From an optimization exercise on the open Yosys and OpenROAD flow, aimed at a short achievable clock period and few clock cycles per item; shortcuts taken in it are not production practice.
The RTL was checked by simulation tests, not by an equivalence proof against the original design.
Power figures rest on the tool's default switching activity, not on a simulated workload.

File: flow/run.sh
#!/bin/bash
# synth_recipe.tcl (not shown) runs the flow's synth.tcl, then flattens the netlist and writes it again
# the make line also repeats each setting of config.mk as NAME=value (left out here)
make -C /OpenROAD-flow-scripts/flow DESIGN_CONFIG=/design/flow/config.mk WORK_HOME=/design/flow/orfs CLKGATE_MAP_FILE= SYNTH_SCRIPT=/design/flow/synth_recipe.tcl finish
File: flow/constraint.sdc
create_clock -name core_clock -period 6.0 [get_ports {clk}]
set_input_delay 1.2000 -clock core_clock [delete_from_list [all_inputs] [get_ports {clk}]]
set_output_delay 1.2000 -clock core_clock [all_outputs]
set_load 0.01 [all_outputs]
File: flow/design.v
`default_nettype none
package backend_pkg;
    typedef enum logic [6:0] {
        LUI    = 7'b0110111,
        AUIPC  = 7'b0010111,
        OP_IMM = 7'b0010011,
        OP     = 7'b0110011,
        BRANCH = 7'b1100011,
        JAL    = 7'b1101111,
        JALR   = 7'b1100111,
        LOAD   = 7'b0000011,
        STORE  = 7'b0100011
    } opcode_e;
    typedef enum logic [3:0] {
        IDLE,
        ISSUE,
        EXECUTE,
        MEM_ACCESS,
        MEM_WAIT,
        WRITEBACK
    } backend_state_e;
    typedef struct packed {
        logic [64-1:0]      pc;
        opcode_e                  opcode;
        logic [5-1:0] rd;
        logic [5-1:0] rs1;
        logic [5-1:0] rs2;
        logic [2:0]               funct3;
        logic [6:0]               funct7;
        logic [64-1:0]      imm;
    } decoded_instr_t;
    typedef struct packed {
        logic [64-1:0]      result;
        logic [5-1:0] rd;
        logic                     reg_we;
        logic                     mem_re;
        logic                     mem_we;
        logic [2:0]               mem_size;
        logic [64-1:0]      mem_addr;
        logic [64-1:0]      store_data;
        logic                     branch_taken;
        logic [64-1:0]      branch_target;
    } exec_result_t;
    typedef struct packed {
        logic                stall;
        logic                redirect;
        logic [64-1:0] redirect_pc;
    } backend_ctrl_t;
    typedef struct packed {
        logic [32-1:0] addr;
        logic [64-1:0]   wdata;
        logic [8-1:0] wstrb;
        logic                  we;
    } dmem_req_t;
    typedef struct packed {
        logic [64-1:0] data;
        logic                error;
    } dmem_resp_t;
endpackage
`default_nettype wire
`timescale 1ns/1ps
`default_nettype none
module backend_fsm (
    input  logic           clk,
    input  logic           rst_n,
    input  logic           frontend_valid,
    input  backend_pkg::exec_result_t   exec_result,
    input  logic           dmem_ready,
    input  logic           dmem_resp_valid,
    input  logic           dmem_resp_error,
    output backend_pkg::backend_state_e state,
    output logic           issue_en,
    output logic           exec_en,
    output logic           mem_req_active,
    output logic           wb_en,
    output backend_pkg::backend_ctrl_t  backend_ctrl,
    output logic           instr_retired,
    output logic           mem_fault
);
    backend_pkg::backend_state_e next_state;
    logic           is_mem;
    assign is_mem = exec_result.mem_re || exec_result.mem_we;
    always_comb begin
        next_state = state;
        case (state)
            backend_pkg::IDLE: begin
                if (frontend_valid) begin
                    next_state = backend_pkg::ISSUE;
                end
            end
            backend_pkg::ISSUE: next_state = backend_pkg::EXECUTE;
            backend_pkg::EXECUTE: next_state = is_mem ? backend_pkg::MEM_ACCESS : backend_pkg::WRITEBACK;
            backend_pkg::MEM_ACCESS: begin
                if (dmem_ready) begin
                    next_state = backend_pkg::MEM_WAIT;
                end
            end
            backend_pkg::MEM_WAIT: begin
                if (dmem_resp_valid) begin
                    next_state = dmem_resp_error ? backend_pkg::IDLE : backend_pkg::WRITEBACK;
                end
            end
            backend_pkg::WRITEBACK: next_state = backend_pkg::IDLE;
            default: next_state = backend_pkg::IDLE;
        endcase
    end
    always_ff @(posedge clk or negedge rst_n) begin
        if (!rst_n) begin
            state <= backend_pkg::IDLE;
        end else begin
            state <= next_state;
        end
    end
    assign issue_en       = (state == backend_pkg::IDLE) && frontend_valid;
    assign exec_en        = (state == backend_pkg::EXECUTE);
    assign mem_req_active = (state == backend_pkg::MEM_ACCESS);
    assign wb_en = (state == backend_pkg::WRITEBACK) && exec_result.reg_we && (exec_result.rd != '0);
    assign instr_retired = (state == backend_pkg::WRITEBACK);
    assign mem_fault     = (state == backend_pkg::MEM_WAIT) && dmem_resp_valid && dmem_resp_error;
    always_comb begin
        backend_ctrl.stall       = (state != backend_pkg::IDLE);
        backend_ctrl.redirect    = (state == backend_pkg::WRITEBACK) && exec_result.branch_taken;
        backend_ctrl.redirect_pc = backend_ctrl.redirect ? exec_result.branch_target : '0;
    end
endmodule
`default_nettype wire
`timescale 1ns/1ps
`default_nettype none
module register_file (
    input  logic                     clk,
    input  logic                     rst_n,
    input  logic [5-1:0] rs1_idx,
    input  logic [5-1:0] rs2_idx,
    input  logic [5-1:0] wr_idx,
    input  logic                     wr_en,
    input  logic [64-1:0]      wr_data,
    output logic [64-1:0]      rs1_data,
    output logic [64-1:0]      rs2_data
);
    logic [64-1:0] regs [0:32-1];
    always_ff @(posedge clk or negedge rst_n) begin
        if (!rst_n) begin
            for (int i = 0; i < 32; i++) begin
                regs[i] <= '0;
            end
        end else if (wr_en) begin
            regs[wr_idx] <= wr_data;
        end
    end
    assign rs1_data = (rs1_idx == '0) ? '0 : regs[rs1_idx];
    assign rs2_data = (rs2_idx == '0) ? '0 : regs[rs2_idx];
endmodule
`default_nettype wire
`timescale 1ns/1ps
`default_nettype none
module execute_unit (
    input  logic                clk,
    input  logic                rst_n,
    input  logic                issue_en,
    input  logic                exec_en,
    input  backend_pkg::decoded_instr_t      frontend_instr,
    input  logic [64-1:0] rs1_data,
    input  logic [64-1:0] rs2_data,
    output backend_pkg::decoded_instr_t      instr,
    output backend_pkg::exec_result_t        exec_result
);
    logic [64-1:0] op_a;
    logic [64-1:0] op_b;
    logic                operand_load;
    backend_pkg::exec_result_t        res_d;
    function automatic logic [64-1:0] alu_op(
        input logic [2:0]          f3,
        input logic                sub,
        input logic                arith,
        input logic [64-1:0] a,
        input logic [64-1:0] b
    );
        logic [64-1:0] r;
        r = '0;
        case (f3)
            3'b000: r = sub ? a - b : a + b;
            3'b001: r = a << b[5:0];
            3'b010: r = {63'b0, $signed(a) < $signed(b)};
            3'b011: r = {63'b0, a < b};
            3'b100: r = a ^ b;
            3'b101: r = arith ? $unsigned($signed(a) >>> b[5:0]) : a >> b[5:0];
            3'b110: r = a | b;
            3'b111: r = a & b;
            default: r = '0;
        endcase
        alu_op = r;
    endfunction
    always_comb begin
        res_d               = '0;
        res_d.rd            = instr.rd;
        res_d.mem_size      = instr.funct3;
        res_d.mem_addr      = op_a + instr.imm;
        res_d.store_data    = op_b;
        res_d.branch_target = instr.pc + instr.imm;
        case (instr.opcode)
            backend_pkg::LUI: begin
                res_d.result = instr.imm;
                res_d.reg_we = 1'b1;
            end
            backend_pkg::AUIPC: begin
                res_d.result = instr.pc + instr.imm;
                res_d.reg_we = 1'b1;
            end
            backend_pkg::OP_IMM: begin
                res_d.result = alu_op(instr.funct3, 1'b0, instr.funct7[5], op_a, instr.imm);
                res_d.reg_we = 1'b1;
            end
            backend_pkg::OP: begin
                res_d.result = alu_op(instr.funct3, instr.funct7[5], instr.funct7[5],
                                      op_a, op_b);
                res_d.reg_we = 1'b1;
            end
            backend_pkg::BRANCH: begin
                case (instr.funct3)
                    3'b000: res_d.branch_taken = (op_a == op_b);
                    3'b001: res_d.branch_taken = (op_a != op_b);
                    3'b100: res_d.branch_taken = ($signed(op_a) < $signed(op_b));
                    3'b101: res_d.branch_taken = ($signed(op_a) >= $signed(op_b));
                    3'b110: res_d.branch_taken = (op_a < op_b);
                    3'b111: res_d.branch_taken = (op_a >= op_b);
                    default: res_d.branch_taken = 1'b0;
                endcase
            end
            backend_pkg::JAL: begin
                res_d.result       = instr.pc + 64'd4;
                res_d.reg_we       = 1'b1;
                res_d.branch_taken = 1'b1;
            end
            backend_pkg::JALR: begin
                res_d.result        = instr.pc + 64'd4;
                res_d.reg_we        = 1'b1;
                res_d.branch_taken  = 1'b1;
                res_d.branch_target = (op_a + instr.imm) & ~64'h1;
            end
            backend_pkg::LOAD: begin
                res_d.reg_we = 1'b1;
                res_d.mem_re = 1'b1;
            end
            backend_pkg::STORE: res_d.mem_we = 1'b1;
            default: res_d.reg_we = 1'b0;
        endcase
    end
    always_ff @(posedge clk or negedge rst_n) begin
        if (!rst_n) begin
            instr        <= '0;
            op_a         <= '0;
            op_b         <= '0;
            operand_load <= 1'b0;
            exec_result  <= '0;
        end else begin
            operand_load <= issue_en;
            if (issue_en) begin
                instr <= frontend_instr;
                exec_result.mem_re <= (frontend_instr.opcode == backend_pkg::LOAD);
                exec_result.mem_we <= (frontend_instr.opcode == backend_pkg::STORE);
            end
            if (operand_load) begin
                op_a <= rs1_data;
                op_b <= rs2_data;
            end
            if (exec_en) begin
                exec_result <= res_d;
            end
        end
    end
endmodule
`default_nettype wire
`timescale 1ns/1ps
`default_nettype none
module load_store_unit (
    input  logic                clk,
    input  logic                rst_n,
    input  logic                mem_req_active,
    input  backend_pkg::exec_result_t        exec_result,
    input  logic                dmem_resp_valid,
    input  backend_pkg::dmem_resp_t          dmem_resp,
    output logic                dmem_req_valid,
    output backend_pkg::dmem_req_t           dmem_req,
    output logic [64-1:0] wb_data
);
    logic [2:0]          byte_off;
    logic [64-1:0] resp_shifted;
    logic [64-1:0] load_aligned;
    logic [64-1:0] load_q;
    assign byte_off       = exec_result.mem_addr[2:0];
    assign dmem_req_valid = mem_req_active;
    always_comb begin
        dmem_req.addr  = {exec_result.mem_addr[32-1:3], 3'b000};
        dmem_req.we    = exec_result.mem_we;
        dmem_req.wdata = exec_result.store_data << {byte_off, 3'b000};
        case (exec_result.mem_size[1:0])
            2'b00: dmem_req.wstrb = 8'h01 << byte_off;
            2'b01: dmem_req.wstrb = 8'h03 << byte_off;
            2'b10: dmem_req.wstrb = 8'h0f << byte_off;
            default: dmem_req.wstrb = 8'hff;
        endcase
    end
    assign resp_shifted = dmem_resp.data >> {byte_off, 3'b000};
    always_comb begin
        case (exec_result.mem_size)
            3'b000: load_aligned = {{56{resp_shifted[7]}}, resp_shifted[7:0]};
            3'b001: load_aligned = {{48{resp_shifted[15]}}, resp_shifted[15:0]};
            3'b010: load_aligned = {{32{resp_shifted[31]}}, resp_shifted[31:0]};
            3'b100: load_aligned = {56'b0, resp_shifted[7:0]};
            3'b101: load_aligned = {48'b0, resp_shifted[15:0]};
            3'b110: load_aligned = {32'b0, resp_shifted[31:0]};
            default: load_aligned = resp_shifted;
        endcase
    end
    always_ff @(posedge clk or negedge rst_n) begin
        if (!rst_n) begin
            load_q <= '0;
        end else if (dmem_resp_valid && !dmem_resp.error) begin
            load_q <= load_aligned;
        end
    end
    assign wb_data = exec_result.mem_re ? load_q : exec_result.result;
endmodule
`default_nettype wire
`timescale 1ns/1ps
`default_nettype none
module backend_top (
    input  logic           clk,
    input  logic           rst_n,
    input  logic           frontend_valid,
    input  backend_pkg::decoded_instr_t frontend_instr,
    output backend_pkg::backend_ctrl_t  backend_ctrl,
    output logic           dmem_req_valid,
    output backend_pkg::dmem_req_t      dmem_req,
    input  logic           dmem_ready,
    input  logic           dmem_resp_valid,
    input  backend_pkg::dmem_resp_t     dmem_resp,
    output logic           instr_retired,
    output logic           mem_fault
);
    backend_pkg::backend_state_e      state;
    logic                issue_en;
    logic                exec_en;
    logic                mem_req_active;
    logic                wb_en;
    backend_pkg::exec_result_t        exec_result;
    backend_pkg::decoded_instr_t      instr;
    logic [64-1:0] rs1_data;
    logic [64-1:0] rs2_data;
    logic [64-1:0] wb_data;
    backend_fsm u_fsm (
        .clk             (clk),
        .rst_n           (rst_n),
        .frontend_valid  (frontend_valid),
        .exec_result     (exec_result),
        .dmem_ready      (dmem_ready),
        .dmem_resp_valid (dmem_resp_valid),
        .dmem_resp_error (dmem_resp.error),
        .state           (state),
        .issue_en        (issue_en),
        .exec_en         (exec_en),
        .mem_req_active  (mem_req_active),
        .wb_en           (wb_en),
        .backend_ctrl    (backend_ctrl),
        .instr_retired   (instr_retired),
        .mem_fault       (mem_fault)
    );
    register_file u_regfile (
        .clk      (clk),
        .rst_n    (rst_n),
        .rs1_idx  (instr.rs1),
        .rs2_idx  (instr.rs2),
        .wr_idx   (exec_result.rd),
        .wr_en    (wb_en),
        .wr_data  (wb_data),
        .rs1_data (rs1_data),
        .rs2_data (rs2_data)
    );
    execute_unit u_exec (
        .clk            (clk),
        .rst_n          (rst_n),
        .issue_en       (issue_en),
        .exec_en        (exec_en),
        .frontend_instr (frontend_instr),
        .rs1_data       (rs1_data),
        .rs2_data       (rs2_data),
        .instr          (instr),
        .exec_result    (exec_result)
    );
    load_store_unit u_lsu (
        .clk             (clk),
        .rst_n           (rst_n),
        .mem_req_active  (mem_req_active),
        .exec_result     (exec_result),
        .dmem_resp_valid (dmem_resp_valid),
        .dmem_resp       (dmem_resp),
        .dmem_req_valid  (dmem_req_valid),
        .dmem_req        (dmem_req),
        .wb_data         (wb_data)
    );
endmodule
`default_nettype wire
`timescale 1ns/1ps
`default_nettype none
module backend_core (
    input  logic                     clk,
    input  logic                     rst_n,
    input  logic                     frontend_valid,
    input  logic [64-1:0]      fe_pc,
    input  logic [6:0]               fe_opcode,
    input  logic [5-1:0] fe_rd,
    input  logic [5-1:0] fe_rs1,
    input  logic [5-1:0] fe_rs2,
    input  logic [2:0]               fe_funct3,
    input  logic [6:0]               fe_funct7,
    input  logic [64-1:0]      fe_imm,
    output logic                     stall,
    output logic                     redirect,
    output logic [64-1:0]      redirect_pc,
    output logic                     dmem_req_valid,
    output logic [32-1:0]    dmem_addr,
    output logic [64-1:0]      dmem_wdata,
    output logic [8-1:0]    dmem_wstrb,
    output logic                     dmem_we,
    input  logic                     dmem_ready,
    input  logic                     dmem_resp_valid,
    input  logic [64-1:0]      dmem_resp_data,
    input  logic                     dmem_resp_error,
    output logic                     instr_retired,
    output logic                     mem_fault
);
    backend_pkg::decoded_instr_t fe_instr;
    backend_pkg::backend_ctrl_t  ctrl;
    backend_pkg::dmem_req_t      req;
    backend_pkg::dmem_resp_t     resp;
    assign fe_instr = {fe_pc, fe_opcode, fe_rd, fe_rs1, fe_rs2, fe_funct3, fe_funct7, fe_imm};
    assign resp.data  = dmem_resp_data;
    assign resp.error = dmem_resp_error;
    backend_top u_backend (
        .clk             (clk),
        .rst_n           (rst_n),
        .frontend_valid  (frontend_valid),
        .frontend_instr  (fe_instr),
        .backend_ctrl    (ctrl),
        .dmem_req_valid  (dmem_req_valid),
        .dmem_req        (req),
        .dmem_ready      (dmem_ready),
        .dmem_resp_valid (dmem_resp_valid),
        .dmem_resp       (resp),
        .instr_retired   (instr_retired),
        .mem_fault       (mem_fault)
    );
    assign stall       = ctrl.stall;
    assign redirect    = ctrl.redirect;
    assign redirect_pc = ctrl.redirect_pc;
    assign dmem_addr   = req.addr;
    assign dmem_wdata  = req.wdata;
    assign dmem_wstrb  = req.wstrb;
    assign dmem_we     = req.we;
endmodule
`default_nettype wire
File: flow/config.mk
export PLATFORM = sky130hd
export DESIGN_NAME = backend_core
export DESIGN_NICKNAME = backend_core
export VERILOG_FILES = /design/flow/design.v
export SDC_FILE = /design/flow/constraint.sdc
export NUM_CORES = 8
export LEC_CHECK = 0
export CAP_MARGIN = 20
export CORE_MARGIN = 2
export CORE_UTILIZATION = 30
export PLACE_DENSITY = 0.4
export SLEW_MARGIN = 20
==> results.txt <==
-- worst max-delay path, delay by kind of cell (launching register included) --
kind / cells / cell delay, ps
DFF: 1 / 560
AOI/OAI and AO/OA: 6 / 1550
muxes: 2 / 1210
and+or+nand+nor: 3 / 1260
buffers and inverters: 2 / 660
-- how the worst max path moves through the flow --
stage	slack [ps]	from	cells after the start	to
finish	280	u_backend.u_exec.instr[0]$_DFFE_PN0P_	13	u_backend.u_exec.exec_result[253]$_DFFE_PN0P_
global route	440	u_backend.u_exec.instr[0]$_DFFE_PN0P_	13	u_backend.u_exec.exec_result[253]$_DFFE_PN0P_
CTS	650	u_backend.u_exec.instr[0]$_DFFE_PN0P_	13	u_backend.u_exec.exec_result[253]$_DFFE_PN0P_
detailed placement	760	u_backend.u_exec.instr[0]$_DFFE_PN0P_	13	u_backend.u_exec.exec_result[253]$_DFFE_PN0P_
global placement	740	u_backend.u_exec.instr[0]$_DFFE_PN0P_	13	u_backend.u_exec.exec_result[253]$_DFFE_PN0P_
floorplan	1070	u_backend.u_exec.op_b[3]$_DFFE_PN0P_	20	u_backend.u_exec.exec_result[265]$_DFFE_PN0P_
-- sequential cells by signal (all words and copies together), names as in the netlist --
register                       flops
u_backend.u_exec.exec_result     236
u_backend.u_exec.instr           154
u_backend.u_exec.op_a             64
u_backend.u_exec.op_b             64
u_backend.u_exec.operand_load      1
u_backend.u_fsm.state              3
u_backend.u_lsu.load_q            64
u_backend.u_regfile.regs        1984
-- cell type report --
type,count,area share
Antenna cell,88,0.001167
Clock buffer,477,0.05113
Clock inverter,117,0.008829
Inverter,341,0.006867
Multi-Input combinational cell,14229,0.4761
Tap cell,7020,0.04653
Sequential cell,2570,0.3411
Timing Repair Buffer,1303,0.06821
-- metrics by stage --
| stage | utilization | std cells | hold WS [ps] | instance area [um2] | power [uW] |
|---|---|---|---|---|---|
| after floorplan | - | 19019 | 431.0 | 160800 | 54330 |
| after global placement | 0.3318 | 25451 | 447.0 | 176900 | 88130 |
| after detailed placement | 0.3321 | 25459 | 449.5 | 177100 | 88010 |
| after CTS | 0.3533 | 26053 | 41.67 | 188400 | 109500 |
| after global routing | 0.3538 | 26101 | 84.85 | 188600 | 114600 |
| final | 0.3540 | 26145 | 85.99 | 188800 | 112900 |
-- logic make-up after synthesis --
family,after synthesis,synth area share
AOI/OAI and AO/OA,7157,0.2830
xor gates and xnor gates,244,0.01329
adders and majority gates,460,0.03599
buffers and inverters,2220,0.05363
DFF,2570,0.4000
muxes,846,0.06895
other,1,0.00002333
and+or+nand+nor,5519,0.1451
-- per-layer routing --
layer / part of all wire / track usage / up-vias
met5: 0.00062 / 0.003351 / -
met4: 0.094 / 0.3096 / 64
met3: 0.096 / 0.09761 / 3361
met2: 0.42 / 0.6064 / 11351
met1: 0.39 / 0.5121 / 86316
li1: - / - / 69430
-- power breakdown --
part           internal (uW)  switching (uW)  leakage [uW]  total, uW
logic                  18400           49400        0.0373      67800
registers              19500            4210        0.0352      23700
clock network          12300            9100       0.00552      21400
-- cell usage in the layout (no fill, tap or decap), types with 59 or more instances in the layout --
master and n:
mux4_2 187, clkbuf_8 82, buf_12 158, diode_2 88, nand3_1 256, o211ai_1 99, clkbuf_1 64, a22oi_1 768
mux2i_4 61, xnor2_1 165, a211oi_1 150, a22o_1 471, clkdlybuf4s50_1 393, mux2i_1 373, a21oi_1 2029, nand4_1 346
dfrtp_1 2546, xor2_1 72, o21bai_1 69, clkbuf_16 332, a21o_1 91, nand2_1 2245, inv_1 326, ha_1 456
buf_4 742, nor2_1 1962, a31oi_1 88, nor3_1 159, nor2b_1 61, o221ai_1 59, a221oi_1 541, and3_1 104
nor2_4 76, a222oi_1 150, mux2_2 221, o21ai_0 2013, o22ai_1 196
==> impl_metrics.json <==
{
  "tightest_slew_ps": 1418,
  "ys_top_cells_by_count": "dfrtp_1 (2570), nand2_1 (2261), nor2_1 (2044)",
  "synth_cell_types": 94,
  "drv_cap": 0,
  "slew_headroom": 0.04493,
  "startpoint_type": "flip-flop",
  "dp_hpwl_um": 788200,
  "antenna_found_initial": 172,
  "cts_tree": "yes",
  "cp_max_fo": 104,
  "fillCellCount": 55669,
  "initial_core_util": 0.3015,
  "p_per_area_mw_per_mm2": 598.2,
  "avgRoutedWirePerCell_um": 43.80,
  "outcome": "complete, no violations",
  "core_area_mm2": 0.5332,
  "grt_pass1_vias": 160689,
  "r2r_cells": 13,
  "first_pass_iters": 9,
  "cts_sinks": 2570,
  "ys_seq_area_frac": 0.4000,
  "rsz0062_at_grt": "no",
  "synth.area.top_cells": "dfrtp_1 (40%), a21oi_1 (6.3%), o21ai_0 (6.3%), nand2_1 (5.3%), nor2_1 (4.8%)",
  "clock_path_buffers": 4,
  "cp.required_ps": 6840,
  "timing.fmax_mhz": 174.9,
  "p_leak_uw": 0.07802,
  "die_y_um": 736.0,
  "synthCells": 19017,
  "die_area_mm2": 0.5417,
  "layout.nets": 19464,
  "post-route-period-util": 0.9531,
  "worstSetupPathType": "reg2reg",
  "drive_above_1_share": 0.1150,
  "grt_max_degree": 153,
  "hold_viol": 0,
  "h-tree-depth": 5,
  "timing.rr.end": "u_backend.u_exec.exec_result[253]$_DFFE_PN0P_",
  "drt-initial-drc-count": 26903,
  "cts-buffers-inserted": 329,
  "regArea_mm2": 0.06439,
  "cp_data_arrival_time_ps": 6560,
  "cts-root-buf": "clkbuf_16",
  "setup_viol_count_final": 0,
  "ir_drop_v": 0.0003531,
  "avgSynthCellArea_um2": 8.454,
  "synth_most_common_cell": "dfrtp_1",
  "cts-hold-fix-buffers": 0,
  "chipWidth_um": 736.0,
  "fin_skew_ps": 90.13,
  "path_cells": "buf_12 > mux4_2 > mux2i_1 > and2_1 > a21oi_1 > a21boi_0 > nor2b_1 > a21oi_1 > a221oi_1 > nor3_1 > buf_4 > o221a_2 > o21ai_0",
  "place_congestion": 1.059,
  "synth_warnings": 5,
  "cts_resized": 0,
  "fin_setup_tns_ps": 0,
  "grtUsageTotal": 0.4083,
  "slowest_delay_ps": 860,
  "pre_cts_ws_ps": 759.8,
  "clk_latency_ps": 1070,
  "hold_class": "in2async",
  "yosysTopAreaCell": "dfrtp_1",
  "ios": 404,
  "post_cts_buffers": 0,
  "overflow": 0,
  "area_delta_synth_final_pct": 17.42,
  "cpMostUsedCell": "a21oi_1",
  "async_flop_share": 1.000,
  "fp-row-count": 268,
  "multi_input_area_mm2": 0.08987,
  "period_minus_slack_ps": 5719,
  "drv_slew": 0,
  "port_buffers": 394,
  "vias": 170522,
  "crit_path_top_delay_cell": "nor3_1",
  "synthFlopType": "dfrtp_1",
  "rrSetupSlack_ps": 280,
  "syn_area_mm2": 0.1608,
  "synth_edf_count": 0,
  "drc": 0,
  "yosys_register_bits": 2570,
  "grt_pass1_wl_um": 1520000,
  "clk_pin_slew_ps": 70,
  "synth_top_area_share": 0.4000,
  "wirelength_um": 1145000,
  "viasPerCell": 6.522,
  "cp-end-kind": "flip-flop",
  "ant_nets": 0,
  "layout_setup_ws_ps": 281.5,
  "r2r-start": "u_backend.u_exec.instr[0]$_DFFE_PN0P_"
}
Testbench counts, summed over its fixed seeds: cycles 76,538, instrs 16,000.

-- port drivers added, routing unchanged --
The flow's constraints put no driver on any port. The routed layout listed below was extracted and timed again, unchanged, in two steps. Step 1, drivers: a clkbuf_16 drives clk and a buf_2 each remaining input, both assumed. Step 2 moves the port delays by t, midway between the first and last clock arrival at a register: inputs arrive t later, outputs are due t later. That takes back most of the time a late clock gives input paths. Three values: ideal, step 1, step 2; two values: the first two.
shift t [ns]: 1.159
slack for setup (ns): 0.281 / 0.281 / 0.281
slew at the worst register clock pin (ns): 0.08 / 0.08
After both steps setup and hold are still met in this run. For this run, drivers alone change the setup slack by 0.000 ns; drivers and shift together by 0.000 ns.
